This is an optimization exercise on Yosys and OpenROAD, whose aim is small area, not a production implementation.
Only simulation tests tie the RTL to the original design; equivalence was not proved.
Power and IR drop assume default switching activity.

==> flow/design.v <==
module regfile_scoreboard #(
  parameter int unsigned nregs = 32,
  parameter int unsigned nbits = 32
) (
  input  logic                     clk,
  input  logic                     rst,
  input  logic [$clog2(nregs)-1:0] rs1_addr,
  input  logic                     rs1_en,
  output logic [nbits-1:0]         rs1_data,
  input  logic [$clog2(nregs)-1:0] rs2_addr,
  input  logic                     rs2_en,
  output logic [nbits-1:0]         rs2_data,
  input  logic                     issue_val,
  input  logic [$clog2(nregs)-1:0] issue_waddr,
  input  logic                     wb_en,
  input  logic [$clog2(nregs)-1:0] wb_addr,
  input  logic [nbits-1:0]         wb_data,
  output logic                     stall,
  output logic [nregs-1:0]         pending
);
  localparam int unsigned ngrp = (nregs + 2) / 3;   
  logic [nbits-1:0] q [1:nregs-1];    
  logic             ph;
  logic [nregs-1:1] pend;
  logic [nregs-1:1] wb_dec, iss_dec;
  logic [nregs-1:1] row_w, row_wn;
  logic [nregs-1:1] sel1, sel2;
  logic [nbits-1:0] wb_x;
  logic             byp1, byp2;
  logic             phx1, phx2;
  logic             busy1, busy2, busy_w;
  logic             issue_fire;
  logic [3:0] wb_lo, rs1_lo, rs2_lo, iss_lo;
  logic [7:0] wb_hi, rs1_hi, rs2_hi, iss_hi;
  logic [nregs-1:1] wb_dec_n;
  logic             rst_n;
  always_comb begin
    for (int unsigned k = 0; k < 4; k++) begin
      wb_lo[k]  = wb_en && (wb_addr[1:0] == k);
      rs1_lo[k] = (rs1_addr[1:0] == k);
      rs2_lo[k] = (rs2_addr[1:0] == k);
      iss_lo[k] = (issue_waddr[1:0] == k);
    end
    for (int unsigned k = 0; k < 8; k++) begin
      wb_hi[k]  = (wb_addr[4:2] == k);
      rs1_hi[k] = (rs1_addr[4:2] == k);
      rs2_hi[k] = (rs2_addr[4:2] == k);
      iss_hi[k] = (issue_waddr[4:2] == k);
    end
    rst_n  = ~rst;
    wb_dec = ~wb_dec_n;
    wb_x   = wb_data ^ {nbits{ph}};
  end
  for (genvar i = 1; i < nregs; i++) begin : g_dec
    rf_nand2 u_wd  (.a(wb_lo[i%4]), .b(wb_hi[i/4]), .y(wb_dec_n[i]));
    rf_nand2 u_w   (.a(wb_dec_n[i]), .b(rst_n), .y(row_w[i]));
    rf_or2   u_wn  (.a(wb_dec_n[i]), .b(rst), .y(row_wn[i]));
    rf_and3  u_s1  (.a(rs1_lo[i%4]), .b(rs1_hi[i/4]), .c(wb_dec_n[i]), .y(sel1[i]));
    rf_and3  u_s2  (.a(rs2_lo[i%4]), .b(rs2_hi[i/4]), .c(wb_dec_n[i]), .y(sel2[i]));
    rf_and2  u_is  (.a(iss_lo[i%4]), .b(iss_hi[i/4]), .y(iss_dec[i]));
  end
  for (genvar i = 1; i < nregs; i++) begin : g_row
    for (genvar b = 0; b < nbits; b++) begin : g_bit
      logic d;
      rf_hold_cell u_hold (.q(q[i][b]), .w(row_w[i]), .wn(row_wn[i]), .c(wb_x[b]), .d(d));
      always_ff @(posedge clk) q[i][b] <= d;
    end
  end
  always_ff @(posedge clk) begin
    if (rst) ph <= 1'b0;
    else     ph <= ~ph;
  end
  always_comb begin
    byp1 = wb_en && (rs1_addr == wb_addr) && (rs1_addr != '0);
    byp2 = wb_en && (rs2_addr == wb_addr) && (rs2_addr != '0);
    phx1 = ph && (rs1_addr != '0);
    phx2 = ph && (rs2_addr != '0);
  end
  for (genvar b = 0; b < nbits; b++) begin : g_rd
    logic [3*ngrp-1:0] t1, s1, t2, s2;
    logic [ngrp-1:0]   n1, n2;
    always_comb begin
      t1 = '0; s1 = '0; t2 = '0; s2 = '0;
      for (int unsigned i = 1; i < nregs; i++) begin
        t1[i-1] = q[i][b]; s1[i-1] = sel1[i];
        t2[i-1] = q[i][b]; s2[i-1] = sel2[i];
      end
      t1[nregs-1] = wb_x[b]; s1[nregs-1] = byp1;
      t2[nregs-1] = wb_x[b]; s2[nregs-1] = byp2;
    end
    for (genvar g = 0; g < ngrp-1; g++) begin : g_grp
      rf_aoi222 u1 (.a0(t1[3*g]), .s0(s1[3*g]), .a1(t1[3*g+1]), .s1(s1[3*g+1]),
                    .a2(t1[3*g+2]), .s2(s1[3*g+2]), .y(n1[g]));
      rf_aoi222 u2 (.a0(t2[3*g]), .s0(s2[3*g]), .a1(t2[3*g+1]), .s1(s2[3*g+1]),
                    .a2(t2[3*g+2]), .s2(s2[3*g+2]), .y(n2[g]));
    end
    rf_rdfin u_f1 (.n(n1[ngrp-2:0]), .a0(t1[3*ngrp-3]), .s0(s1[3*ngrp-3]),
                   .a1(t1[3*ngrp-2]), .s1(s1[3*ngrp-2]), .phx(phx1), .y(rs1_data[b]));
    rf_rdfin u_f2 (.n(n2[ngrp-2:0]), .a0(t2[3*ngrp-3]), .s0(s2[3*ngrp-3]),
                   .a1(t2[3*ngrp-2]), .s1(s2[3*ngrp-2]), .phx(phx2), .y(rs2_data[b]));
  end
  always_comb begin
    busy1      = |(sel1 & pend);
    busy2      = |(sel2 & pend);
    busy_w     = |(iss_dec & pend & ~wb_dec);
    stall      = (rs1_en && busy1) || (rs2_en && busy2) || (issue_val && busy_w);
    issue_fire = issue_val && !stall;
    pending    = {pend, 1'b0};
  end
  always_ff @(posedge clk) begin
    if (rst) pend <= '0;
    else     pend <= (pend & ~wb_dec) | (iss_dec & {(nregs-1){issue_fire}});
  end
endmodule
module rf_hold_cell (
  input  logic q,
  input  logic w,
  input  logic wn,
  input  logic c,
  output logic d
);
  assign d = ~((q | w) & (wn | c));
endmodule
module rf_aoi222 (
  input  logic a0, s0, a1, s1, a2, s2,
  output logic y
);
  assign y = ~((a0 & s0) | (a1 & s1) | (a2 & s2));
endmodule
module rf_rdfin (
  input  logic [9:0] n,
  input  logic       a0, s0, a1, s1,
  input  logic       phx,
  output logic       y
);
  logic g, o0, o1, o2, m;
  rf_ao22  u_p  (.a0(a0), .s0(s0), .a1(a1), .s1(s1), .y(g));
  rf_nand4 u_o0 (.a(n[0]), .b(n[1]), .c(n[2]), .d(n[3]), .y(o0));
  rf_nand4 u_o1 (.a(n[4]), .b(n[5]), .c(n[6]), .d(n[7]), .y(o1));
  rf_nand2 u_o2 (.a(n[8]), .b(n[9]), .y(o2));
  rf_or4   u_m  (.a(o0), .b(o1), .c(o2), .d(g), .y(m));
  rf_xor2  u_y  (.a(m), .b(phx), .y(y));
endmodule
module rf_ao22 (
  input  logic a0, s0, a1, s1,
  output logic y
);
  assign y = (a0 & s0) | (a1 & s1);
endmodule
module rf_nand4 (
  input  logic a, b, c, d,
  output logic y
);
  assign y = ~(a & b & c & d);
endmodule
module rf_nand2 (
  input  logic a, b,
  output logic y
);
  assign y = ~(a & b);
endmodule
module rf_or2 (
  input  logic a, b,
  output logic y
);
  assign y = a | b;
endmodule
module rf_and2 (
  input  logic a, b,
  output logic y
);
  assign y = a & b;
endmodule
module rf_and3 (
  input  logic a, b, c,
  output logic y
);
  assign y = a & b & c;
endmodule
module rf_or4 (
  input  logic a, b, c, d,
  output logic y
);
  assign y = a | b | c | d;
endmodule
module rf_xor2 (
  input  logic a, b,
  output logic y
);
  assign y = a ^ b;
endmodule
clock: 6.0 ns
lec_check: 0
cap_margin: 15
core_margin: 2
core_utilization: 50
setup_slack_margin: 0.3
slew_margin: 15
synth_hierarchical: 1
synth_minimum_keep_size: 0
standard.sh (not shown) runs the stock make flow with config.mk's settings and CLKGATE_MAP_FILE= SYNTH_SCRIPT=/design/flow/synth_recipe.tcl, a recipe that flattens the netlist after the stock synthesis.
==> flow/flow/run.sh <==
#!/bin/bash
# Own layout flow: the standard ORFS flow (standard.sh, synthesis included),
# with three changes to how the layout is made:
#  - after floorplanning, gates that synthesis upsized beyond what timing needs
#    are downsized (flow/post_floorplan.tcl);
#  - the input and output ports are buffered by buf_2 cells instead of the
#    resizer's default delay-buffer choice;
#  - clock tree synthesis clusters up to 28 flip-flops within 70 um per
#    clkbuf_16 leaf buffer and inserts no dummy loads.
set -euo pipefail
bash standard.sh \
  "POST_FLOORPLAN_TCL=$PWD/flow/post_floorplan.tcl" \
  "BUFFER_PORTS_ARGS=-buffer_cell sky130_fd_sc_hd__buf_2" \
  "CTS_ARGS=-sink_clustering_enable -repair_clock_nets -dont_use_dummy_load -buf_list sky130_fd_sc_hd__clkbuf_16 -sink_clustering_size 28 -sink_clustering_max_diameter 70" \
  finish > standard_flow.log 2>&1
==> flow/flow/post_floorplan.tcl <==
# Downsize gates that have timing slack to spare (before placement; the
# placement and routing repairs that follow fix slew, capacitance and timing).
repair_timing -recover_power 100 -verbose
Next try:
--- a/flow/design.v
+++ b/flow/design.v
@@ -130,18 +130,20 @@
 module rf_rdfin (
   input  logic [9:0] n,
   input  logic       a0, s0, a1, s1,
   input  logic       phx,
   output logic       y
 );
-  logic g, o0, o1, o2, m;
+  logic g, o0, o1, o2, p0, p1, m;
   rf_ao22  u_p  (.a0(a0), .s0(s0), .a1(a1), .s1(s1), .y(g));
   rf_nand4 u_o0 (.a(n[0]), .b(n[1]), .c(n[2]), .d(n[3]), .y(o0));
   rf_nand4 u_o1 (.a(n[4]), .b(n[5]), .c(n[6]), .d(n[7]), .y(o1));
   rf_nand2 u_o2 (.a(n[8]), .b(n[9]), .y(o2));
-  rf_or4   u_m  (.a(o0), .b(o1), .c(o2), .d(g), .y(m));
+  rf_nor2  u_p0 (.a(o0), .b(o1), .y(p0));
+  rf_nor2  u_p1 (.a(o2), .b(g), .y(p1));
+  rf_nand2 u_m  (.a(p0), .b(p1), .y(m));
   rf_xor2  u_y  (.a(m), .b(phx), .y(y));
 endmodule
 module rf_ao22 (
   input  logic a0, s0, a1, s1,
   output logic y
 );
@@ -174,17 +176,17 @@
 module rf_and3 (
   input  logic a, b, c,
   output logic y
 );
   assign y = a & b & c;
 endmodule
-module rf_or4 (
-  input  logic a, b, c, d,
+module rf_nor2 (
+  input  logic a, b,
   output logic y
 );
-  assign y = a | b | c | d;
+  assign y = ~(a | b);
 endmodule
 module rf_xor2 (
   input  logic a, b,
   output logic y
 );
   assign y = a ^ b;
Cell area stays flat.
Wire length rose by 4.1%.
Worst hold slack stays flat.
Total power rose by 0.89%.
First-iteration DRC count fell by 1.0%.
Setup slack got worse by 0.015 ns.

-- static timing again, ports no longer ideal --
The flow's constraints put no driver on any port. The routed layouts listed below were extracted and timed again, unchanged, in two steps. Step 1, drivers: a clkbuf_16 drives clk and a buf_2 each remaining input, both assumed. Step 2 times the ports against the registers' clock, not the clock port: input delays grow and output delays shrink by t, the midpoint of the rising clock arrivals with the driver on. a / b / c = ideal ports / drivers / drivers and shift; a / b = the first two.
run	shift t [ns]	setup WS [ns]	worst setup path at the end	clock arrival spread, ns	worst slew at a driven data input, ns
the first run	0.715	0.190 / 0.167 / 0.167	input to output	0.090 / 0.089	0.06
the second run	0.730	0.176 / 0.073 / 0.073	input to output	0.070 / 0.069	0.10
After both steps setup and hold are still met in every run listed. The setup slack of the second run, which loses most, moves by -0.103 ns with the drivers and by -0.103 ns with both steps.
